Background: an optimization exercise with open tools, aiming at small area, a short achievable clock period and few clock cycles. Do not read the settings as production practice. In this exercise RTL edits were held to simulation tests only and were not proved equivalent to the original.

==> run a <==
==> flow/design.v (excerpt) <==
module dirty_page_display_refresh_core
(
   input  logic                                clock,
   input  logic                                reset,
   input  logic                                req_valid,
   output logic                                req_stall,
   input  logic [7:0]                          req_byte,
   input  logic                                req_frame_start,
   output logic                                rsp_valid,
   input  logic                                rsp_stall,
   output logic                                rsp_is_data,
   output logic [63:0]                         rsp_payload,
   output logic [3:0]                          rsp_byte_count,
   output logic                                rsp_write_end,
   output logic                                rsp_last,
   input  logic                                csr_valid,
   output logic                                csr_ready,
   input  logic [1:0]                          csr_index,
   input  logic [7:0]                          csr_wdata
);
Settings: LEC_CHECK=0, ABC_CLOCK_PERIOD_IN_PS=3000, CAP_MARGIN=20, CORE_MARGIN=2, CORE_UTILIZATION=60, CTS_BUF_LIST=sky130_fd_sc_hd__clkbuf_16, CTS_CLUSTER_DIAMETER=80, CTS_CLUSTER_SIZE=30, PLACE_DENSITY=0.7, SETUP_SLACK_MARGIN=5, SLEW_MARGIN=20, SYNTH_MEMORY_MAX_BITS=16384; clock period 8.0 ns.
run.sh (not shown) runs the stock make flow with config.mk's settings and CLKGATE_MAP_FILE= SYNTH_SCRIPT=/design/flow/synth_recipe.tcl, a recipe that flattens the netlist after the stock synthesis.
==> run b: changes against run a <==
--- a/flow/design.v
+++ b/flow/design.v
@@ -8,22 +8,24 @@
    input  logic [N/K/8-1:0]        wr_hi,        
    input  logic [7:0]              wr_lo,        
    input  logic [N/K/8-1:0]        rd_hi,        
    input  logic [7:0]              rd_lo,        
    input  logic [7:0]              wr_data,
    output logic [7:0]              tap_old,
    input  logic [$clog2(NWIN)-1:0] rd_win,
-   output logic [63:0]             rd_data
+   output logic [63:0]             rd_data       
 );
    localparam int NT = N / K;
    localparam int WS = N / NWIN;
    logic [8*N-1:0] ring;
    logic [8*N-1:0] ring_in;
    logic [7:0]     tap_q [NT];
-   logic [63:0]    win_q [NWIN];
+   logic [7:0]     win_q [NWIN];
+   logic [7:0]     rd_byte;
+   logic [55:0]    rd_hist;
    always_comb begin
       ring_in = {ring[7:0], ring[8*N-1:8]};
       for (int j = 0; j < NT; j++) begin
          if (wr_hi[j/8] && wr_lo[j%8]) begin
             ring_in[8*((j*K+N-1)%N) +: 8] = ~(wr_data ^ {8{j[0]}});
          end else begin
             ring_in[8*((j*K+N-1)%N) +: 8] = ~ring[8*(j*K) +: 8];
@@ -31,26 +33,30 @@
       end
    end
    always_ff @(posedge clock) begin
       ring <= ring_in;
    end
    always_comb begin
       for (int j = 0; j < NT; j++) tap_q[j] = ring[8*(j*K) +: 8];
-      for (int i = 0; i < NWIN; i++) win_q[i] = ring[8*((WOFF+i*WS)%N) +: 64];
+      for (int i = 0; i < NWIN; i++) win_q[i] = ring[8*((WOFF+7+i*WS)%N) +: 8];
    end
    logic [7:0] tap_grp [NT/8];
    always_comb begin
       for (int h = 0; h < NT/8; h++) begin
          tap_grp[h] = '0;
          for (int l = 0; l < 8; l++) tap_grp[h] |= tap_q[8*h+l] & {8{rd_lo[l]}};
       end
       tap_old = '0;
       for (int h = 0; h < NT/8; h++) tap_old |= tap_grp[h] & {8{rd_hi[h]}};
    end
-   assign rd_data = win_q[rd_win];
+   assign rd_byte = win_q[rd_win];
+   always_ff @(posedge clock) begin
+      rd_hist <= {rd_byte, rd_hist[55:8]};
+   end
+   assign rd_data = {rd_byte, rd_hist};
 endmodule
 module dirty_page_display_refresh_core
 (
    input  logic                                clock,
    input  logic                                reset,
    input  logic                                req_valid,
    output logic                                req_stall,
@@ -325,14 +331,17 @@
    logic          r_act;
    logic [2:0]    r_page;
    logic [1:0]    r_step;     
    logic [3:0]    r_word;
    logic [9:0]    r_slot;
    logic          r_match;
    logic [LW-1:0] r_win;
+   logic [LW-1:0] r_win_next;
+   logic [2:0]    r_age;      
+   logic [2:0]    r_age_next;
    logic [3:0]    r_count;
    logic          r_final;
    logic          r_done;
    logic        out_free;
    logic        load;
    logic        adv;
    logic [9:0]  r_slot_next;
@@ -365,35 +374,39 @@
          r_word_next = r_word + 4'd1;
       end else begin
          r_slot_next = r_slot_dec;
          r_word_next = r_word;
       end
    end
    assign r_rem_next = cols_ff - {1'b0, r_word_next, 3'd0};
+   assign r_win_next = LW'((r_slot_next - 10'(WOFF)) >> LS);
+   assign r_age_next = (r_win_next != r_win) ? 3'd0 : ((r_age == 3'd7) ? 3'd7 : r_age + 3'd1);
    always_ff @(posedge clock) begin
       if (reset) begin
          r_act <= 1'b0;
          r_step <= '0;
+         r_age <= '0;
       end else begin
+         r_age <= r_age_next;
          if (sq_pop) begin
             r_act <= 1'b1;
             r_step <= 2'd0;
          end else if (r_done) begin
             r_act <= 1'b0;
          end else if (load && (r_step != 2'd3)) begin
             r_step <= r_step + 2'd1;
          end
       end
    end
    always_ff @(posedge clock) begin
       if (sq_pop) r_page <= sq[sq_rd];
       r_word <= r_word_next;
       r_slot <= r_slot_next;
-      r_match <= (r_slot_next[LS-1:0] == LS'(WOFF));
-      r_win <= LW'(r_slot_next[9:LS] - 10'(WOFF >> LS));
+      r_match <= (r_slot_next[LS-1:0] == LS'(WOFF)) && (r_age_next == 3'd7);
+      r_win <= r_win_next;
       r_final <= r_rem_next <= 8'd8;
       r_count <= (r_rem_next <= 8'd8) ? r_rem_next[3:0] : 4'd8;
    end
    always_comb begin
       r_data = '0;
       for (int i = 0; i < 8; i++) begin
          if (4'(i) < r_count) r_data[8*i +: 8] = ram_rd_data[8*i +: 8];
==> run c: changes against run a <==
--- a/flow/design.v
+++ b/flow/design.v
@@ -1,55 +1,43 @@
 module dpdr_ram #(
    parameter int N    = 1024,
    parameter int K    = 16,
    parameter int NWIN = 16,
    parameter int WOFF = 32
 ) (
    input  logic                    clock,
-   input  logic [N/K/8-1:0]        wr_hi,        
-   input  logic [7:0]              wr_lo,        
-   input  logic [N/K/8-1:0]        rd_hi,        
-   input  logic [7:0]              rd_lo,        
+   input  logic                    wr_en,
+   input  logic [$clog2(N/K)-1:0]  wr_tap,
    input  logic [7:0]              wr_data,
    output logic [7:0]              tap_old,
    input  logic [$clog2(NWIN)-1:0] rd_win,
    output logic [63:0]             rd_data
 );
    localparam int NT = N / K;
    localparam int WS = N / NWIN;
    logic [8*N-1:0] ring;
    logic [8*N-1:0] ring_in;
    logic [7:0]     tap_q [NT];
    logic [63:0]    win_q [NWIN];
    always_comb begin
       ring_in = {ring[7:0], ring[8*N-1:8]};
       for (int j = 0; j < NT; j++) begin
-         if (wr_hi[j/8] && wr_lo[j%8]) begin
-            ring_in[8*((j*K+N-1)%N) +: 8] = ~(wr_data ^ {8{j[0]}});
-         end else begin
-            ring_in[8*((j*K+N-1)%N) +: 8] = ~ring[8*(j*K) +: 8];
+         if (wr_en && (wr_tap == j)) begin
+            ring_in[8*((j*K+N-1)%N) +: 8] = wr_data;
          end
       end
    end
    always_ff @(posedge clock) begin
       ring <= ring_in;
    end
    always_comb begin
       for (int j = 0; j < NT; j++) tap_q[j] = ring[8*(j*K) +: 8];
       for (int i = 0; i < NWIN; i++) win_q[i] = ring[8*((WOFF+i*WS)%N) +: 64];
    end
-   logic [7:0] tap_grp [NT/8];
-   always_comb begin
-      for (int h = 0; h < NT/8; h++) begin
-         tap_grp[h] = '0;
-         for (int l = 0; l < 8; l++) tap_grp[h] |= tap_q[8*h+l] & {8{rd_lo[l]}};
-      end
-      tap_old = '0;
-      for (int h = 0; h < NT/8; h++) tap_old |= tap_grp[h] & {8{rd_hi[h]}};
-   end
+   assign tap_old = tap_q[wr_tap];
    assign rd_data = win_q[rd_win];
 endmodule
 module dirty_page_display_refresh_core
 (
    input  logic                                clock,
    input  logic                                reset,
    input  logic                                req_valid,
@@ -98,28 +86,24 @@
       end
    end
    logic [9:0] t_ff;
    always_ff @(posedge clock) begin
       if (reset) t_ff <= '0;
       else t_ff <= t_ff + 10'd1;
    end
-   logic [NT/8-1:0] ram_wr_hi;
-   logic [7:0]     ram_wr_lo;
-   logic [NT/8-1:0] ram_rd_hi;
-   logic [7:0]     ram_rd_lo;
+   logic           ram_wr_en;
+   logic [LT-1:0]  ram_wr_tap;
    logic [7:0]     ram_wr_data;
    logic [7:0]     ram_old;
    logic [LW-1:0]  ram_rd_win;
    logic [63:0]    ram_rd_data;
    dpdr_ram #(.N(N), .K(K), .NWIN(NWIN), .WOFF(WOFF)) u_ring (
       .clock  (clock),
-      .wr_hi  (ram_wr_hi),
-      .wr_lo  (ram_wr_lo),
-      .rd_hi  (ram_rd_hi),
-      .rd_lo  (ram_rd_lo),
+      .wr_en  (ram_wr_en),
+      .wr_tap (ram_wr_tap),
       .wr_data(ram_wr_data),
       .tap_old(ram_old),
       .rd_win (ram_rd_win),
       .rd_data(ram_rd_data)
    );
    logic       stall_ff;
    logic       take;
@@ -165,34 +149,26 @@
    logic       q_valid [2];
    logic [7:0] q_byte  [2];
    logic [9:0] q_slot  [2];
    logic [2:0] q_page  [2];
    logic       q_end   [2];
    logic       q_fs    [2];
    logic       q_first [2];
-   logic            q_go;      
-   logic [NT/8-1:0] q_tap_hi;  
-   logic [7:0]      q_tap_lo;
-   logic [NT/8-1:0] q_wr_hi;   
-   logic [7:0]      q_wr_lo;
-   logic            q0_al_next;
-   logic            q0_go_next;
-   logic [7:0]      pend_next;
+   logic          q_al;      
+   logic [LT-1:0] q_tap;     
    logic [7:0] pend_ff;      
    logic       w_go;
    logic       q0_from_1;
    logic       q0_from_in;
    logic       q1_from_in;
    logic       q0_valid_next;
    logic       q1_valid_next;
    logic [9:0] q0_slot_next;
    logic [9:0] q1_slot_next;
-   logic [2:0] q0_page_next;
-   assign w_go = q_go;
-   assign q0_go_next = q0_valid_next && q0_al_next && !pend_next[q0_page_next];
+   assign w_go = q_valid[0] && q_al && !pend_ff[q_page[0]];
    always_comb begin
       q0_from_1 = 1'b0;
       q0_from_in = 1'b0;
       q1_from_in = 1'b0;
       if (!q_valid[0] || w_go) begin
          if (q_valid[1]) begin
             q0_from_1 = 1'b1;
@@ -201,55 +177,36 @@
             q0_from_in = take;
          end
       end else begin
          q1_from_in = take;
       end
       q0_valid_next = q0_from_1 || q0_from_in || (q_valid[0] && !w_go);
       q1_valid_next = q1_from_in || (q_valid[1] && !q0_from_1);
-      if (q0_from_1) begin
-         q0_slot_next = q_slot[1] - 10'd1;
-         q0_al_next = (q_slot[1][LK-1:0] == LK'(1));
-      end else if (q0_from_in) begin
-         q0_slot_next = p_slot;
-         q0_al_next = req_frame_start ? (t_ff[LK-1:0] == '1)
-                                      : (col_ff[LK-1:0] == t_ff[LK-1:0] + LK'(1));
-      end else begin
-         q0_slot_next = q_slot[0] - 10'd1;
-         q0_al_next = (q_slot[0][LK-1:0] == LK'(1));
-      end
+      if (q0_from_1) q0_slot_next = q_slot[1] - 10'd1;
+      else if (q0_from_in) q0_slot_next = p_slot;
+      else q0_slot_next = q_slot[0] - 10'd1;
       if (q1_from_in) q1_slot_next = p_slot;
       else q1_slot_next = q_slot[1] - 10'd1;
-      if (q0_from_1) q0_page_next = q_page[1];
-      else if (q0_from_in) q0_page_next = p_page;
-      else q0_page_next = q_page[0];
    end
    always_ff @(posedge clock) begin
       if (reset) begin
          q_valid[0] <= 1'b0;
          q_valid[1] <= 1'b0;
-         q_go <= 1'b0;
          stall_ff <= 1'b0;
       end else begin
          q_valid[0] <= q0_valid_next;
          q_valid[1] <= q1_valid_next;
-         q_go <= q0_go_next;
          stall_ff <= q1_valid_next;
       end
    end
    always_ff @(posedge clock) begin
       q_slot[0] <= q0_slot_next;
       q_slot[1] <= q1_slot_next;
-      for (int h = 0; h < NT/8; h++) begin
-         q_tap_hi[h] <= (q0_slot_next[9:LK+3] == (LT-3)'(h));
-         q_wr_hi[h] <= q0_go_next && (q0_slot_next[9:LK+3] == (LT-3)'(h));
-      end
-      for (int l = 0; l < 8; l++) begin
-         q_tap_lo[l] <= (q0_slot_next[LK+2:LK] == 3'(l));
-         q_wr_lo[l] <= q0_go_next && (q0_slot_next[LK+2:LK] == 3'(l));
-      end
+      q_al <= (q0_slot_next[LK-1:0] == '0);
+      q_tap <= q0_slot_next[9:LK];
       if (q0_from_1) begin
          q_byte[0] <= q_byte[1];
          q_page[0] <= q_page[1];
          q_end[0] <= q_end[1];
          q_fs[0] <= q_fs[1];
          q_first[0] <= q_first[1];
       end else if (q0_from_in) begin
@@ -263,44 +220,40 @@
          q_byte[1] <= req_byte;
          q_page[1] <= p_page;
          q_end[1] <= p_end;
          q_fs[1] <= req_frame_start;
          q_first[1] <= first_ff;
       end
    end
-   assign ram_wr_hi = q_wr_hi;
-   assign ram_wr_lo = q_wr_lo;
-   assign ram_rd_hi = q_tap_hi;
-   assign ram_rd_lo = q_tap_lo;
+   assign ram_wr_en   = w_go;
+   assign ram_wr_tap  = q_tap;
    assign ram_wr_data = q_byte[0];
    logic       d_valid;
-   logic [7:0] d_old;       
-   logic       d_inv;
+   logic [7:0] d_old;
    logic [7:0] d_new;
    logic [2:0] d_page;
    logic       d_end;
    logic       d_fs;
    logic       d_first;
    logic       changed_ff;
    logic       d_ch;
    logic       d_send;
-   assign d_ch = (!d_fs && changed_ff) || ((d_old ^ {8{d_inv}}) != d_new);
+   assign d_ch = (!d_fs && changed_ff) || (d_old != d_new);
    assign d_send = d_valid && d_end && (d_ch || d_first);
    always_ff @(posedge clock) begin
       if (reset) begin
          d_valid <= 1'b0;
          changed_ff <= 1'b0;
       end else begin
          d_valid <= w_go;
          if (d_valid) changed_ff <= d_end ? 1'b0 : d_ch;
       end
    end
    always_ff @(posedge clock) begin
       d_old <= ram_old;
-      d_inv <= q_slot[0][LK];
       d_new <= q_byte[0];
       d_page <= q_page[0];
       d_end <= q_end[0];
       d_fs <= q_fs[0];
       d_first <= q_first[0];
    end
    logic [2:0] sq [8];
@@ -396,32 +349,30 @@
    always_comb begin
       r_data = '0;
       for (int i = 0; i < 8; i++) begin
          if (4'(i) < r_count) r_data[8*i +: 8] = ram_rd_data[8*i +: 8];
       end
    end
    assign ram_rd_win = r_win;
-   always_comb begin
-      for (int i = 0; i < 8; i++) begin
-         if (w_go && q_end[0] && (q_page[0] == 3'(i))) begin
-            pend_next[i] = 1'b1;
-         end else if (d_valid && d_end && !d_send && (d_page == 3'(i))) begin
-            pend_next[i] = 1'b0;
-         end else if (r_done && (r_page == 3'(i))) begin
-            pend_next[i] = 1'b0;
-         end else begin
-            pend_next[i] = pend_ff[i];
+   always_ff @(posedge clock) begin
+      if (reset) begin
+         pend_ff <= '0;
+      end else begin
+         for (int i = 0; i < 8; i++) begin
+            if (w_go && q_end[0] && (q_page[0] == 3'(i))) begin
+               pend_ff[i] <= 1'b1;
+            end else if (d_valid && d_end && !d_send && (d_page == 3'(i))) begin
+               pend_ff[i] <= 1'b0;
+            end else if (r_done && (r_page == 3'(i))) begin
+               pend_ff[i] <= 1'b0;
+            end
          end
       end
    end
    always_ff @(posedge clock) begin
-      if (reset) pend_ff <= '0;
-      else pend_ff <= pend_next;
-   end
-   always_ff @(posedge clock) begin
       if (reset) begin
          rsp_valid_ff <= 1'b0;
          o_is_data <= 1'b0;
          o_payload <= '0;
          o_count <= '0;
          o_wend <= 1'b0;
          o_last <= 1'b0;
--- a/flow/config.mk
+++ b/flow/config.mk
@@ -4,15 +4,15 @@
 export VERILOG_FILES = /design/flow/design.v
 export SDC_FILE = /design/flow/constraint.sdc
 export NUM_CORES = 8
 export LEC_CHECK = 0
 export ABC_CLOCK_PERIOD_IN_PS = 3000
 export CAP_MARGIN = 20
 export CORE_MARGIN = 2
-export CORE_UTILIZATION = 60
+export CORE_UTILIZATION = 50
 export CTS_BUF_LIST = sky130_fd_sc_hd__clkbuf_16
 export CTS_CLUSTER_DIAMETER = 80
 export CTS_CLUSTER_SIZE = 30
-export PLACE_DENSITY = 0.7
+export PLACE_DENSITY = 0.6
 export SETUP_SLACK_MARGIN = 5
 export SLEW_MARGIN = 20
 export SYNTH_MEMORY_MAX_BITS = 16384
==> results.cfg <==
[grt]
grt_pass1_wl_mm = 473.6

[outcome]
status = complete, no violations

[setup_path]
slowest_stage = or4_4
critPathRequiredTime_ns = 8.87

[placed_design]
dp_slack_ns = 2.209

[power]
internal_power_mw = 51.72
pg_seq_mw = 43.3

[yosys]
synthXorXnorAreaFrac = 0.003486
synthTopCellsByCount = dfxtp_1, nor2_1, a22oi_1
synth_area_leaders = dfxtp_1, mux2i_1, a22oi_1, a21oi_1, nor2_1
synth_top_area_share = 0.9068

[die]
die-width_um = 562.8

[final_layout]
final_cell_mix = dfxtp_1, nor2_1, a22oi_1
final_core_util = 0.6534
clkCellAreaFrac = 0.04386
the above is filed under run b

==> results.cfg <==
[grt]
grt_pass1_wl_mm = 596.8

[setup_path]
critPathRequiredTime_ns = 6.40

[yosys]
synthTopCellsByCount = dfxtp_1, a22oi_1, nor2_1
synth_area_leaders = dfxtp_1, a22oi_1, mux2i_1, a21oi_1, nor2_1
synth_top_area_share = 0.8857
synthXorXnorAreaFrac = 0.003220

[timing]
fin_hold_ws_ns = 0.2990

[power]
pg_seq_mw = 43.1
internal_power_mw = 52.06

[final_layout]
final_cell_mix = dfxtp_1, a22oi_1, nor2_1
final_core_util = 0.6555
clkCellAreaFrac = 0.04387

[outcome]
status = complete, no violations
the above is filed under run a

==> results.cfg <==
[setup_path]
slowest_delay_ns = 0.45
slowest_stage = dfxtp_4
critPathRequiredTime_ns = 6.40

[power]
p_total_mw = 65.06
internal_power_mw = 50.82
pg_seq_mw = 42.5

[final_layout]
final_cell_mix = dfxtp_1, a22oi_1, mux2_2
clkCellAreaFrac = 0.04498
final_common_cell = dfxtp_1
seq_share = 0.8149

[yosys]
synth_area_leaders = dfxtp_1, mux2_2, a22oi_1, edfxtp_1, a21oi_1
synthTopCellsByCount = dfxtp_1, a22oi_1, mux2_2
synth_top_area_share = 0.8830

[clock_tree]
holdBufCountCts = 0

[grt]
grt_max_degree = 66
grt_pass1_wl_mm = 648.6

[placed_design]
dp_slack_ns = 2.836

[outcome]
status = complete, no violations

[die]
die-width_um = 620.7
the above is filed under run c

Testbench counts of run a, summed over its fixed seeds: cycles 50,737.
Testbench counts of run b, summed over its fixed seeds: cycles 50,801.
Testbench counts of run c, summed over its fixed seeds: cycles 50,737.

## static timing again, ports no longer ideal
Ports are ideal in the flow. The routed layouts listed here were re-timed in OpenROAD.
Step 1 (the two cells are an assumption about what drives the block):
set clk [get_ports {clock}]
set_driving_cell -lib_cell sky130_fd_sc_hd__clkbuf_16 $clk
set_driving_cell -lib_cell sky130_fd_sc_hd__buf_2 [delete_from_list [all_inputs] $clk]
Step 2 times the ports against the registers' clock, not the clock port: input delays grow and output delays shrink by t, the midpoint of the rising clock arrivals with the driver on.
Slacks: ideal / step 1 / step 2; pairs: ideal / step 1.
| run | t, ns | setup slack, ns | clock arrival spread, ns | worst data-port slew with drivers (ns) |
|---|---|---|---|---|
| run a | 1.056 | 4.808 / 4.696 / 4.028 | 0.081 / 0.081 | 0.22 |
| run b | 1.032 | 4.416 / 4.454 / 3.422 | 0.084 / 0.084 | 0.11 |
| run c | 1.078 | 4.833 / 4.718 / 4.021 | 0.088 / 0.089 | 0.05 |
After both steps setup and hold are still met in every run listed. The setup slack of run b, which loses most, moves by +0.038 ns with the drivers and by -0.994 ns with both steps.
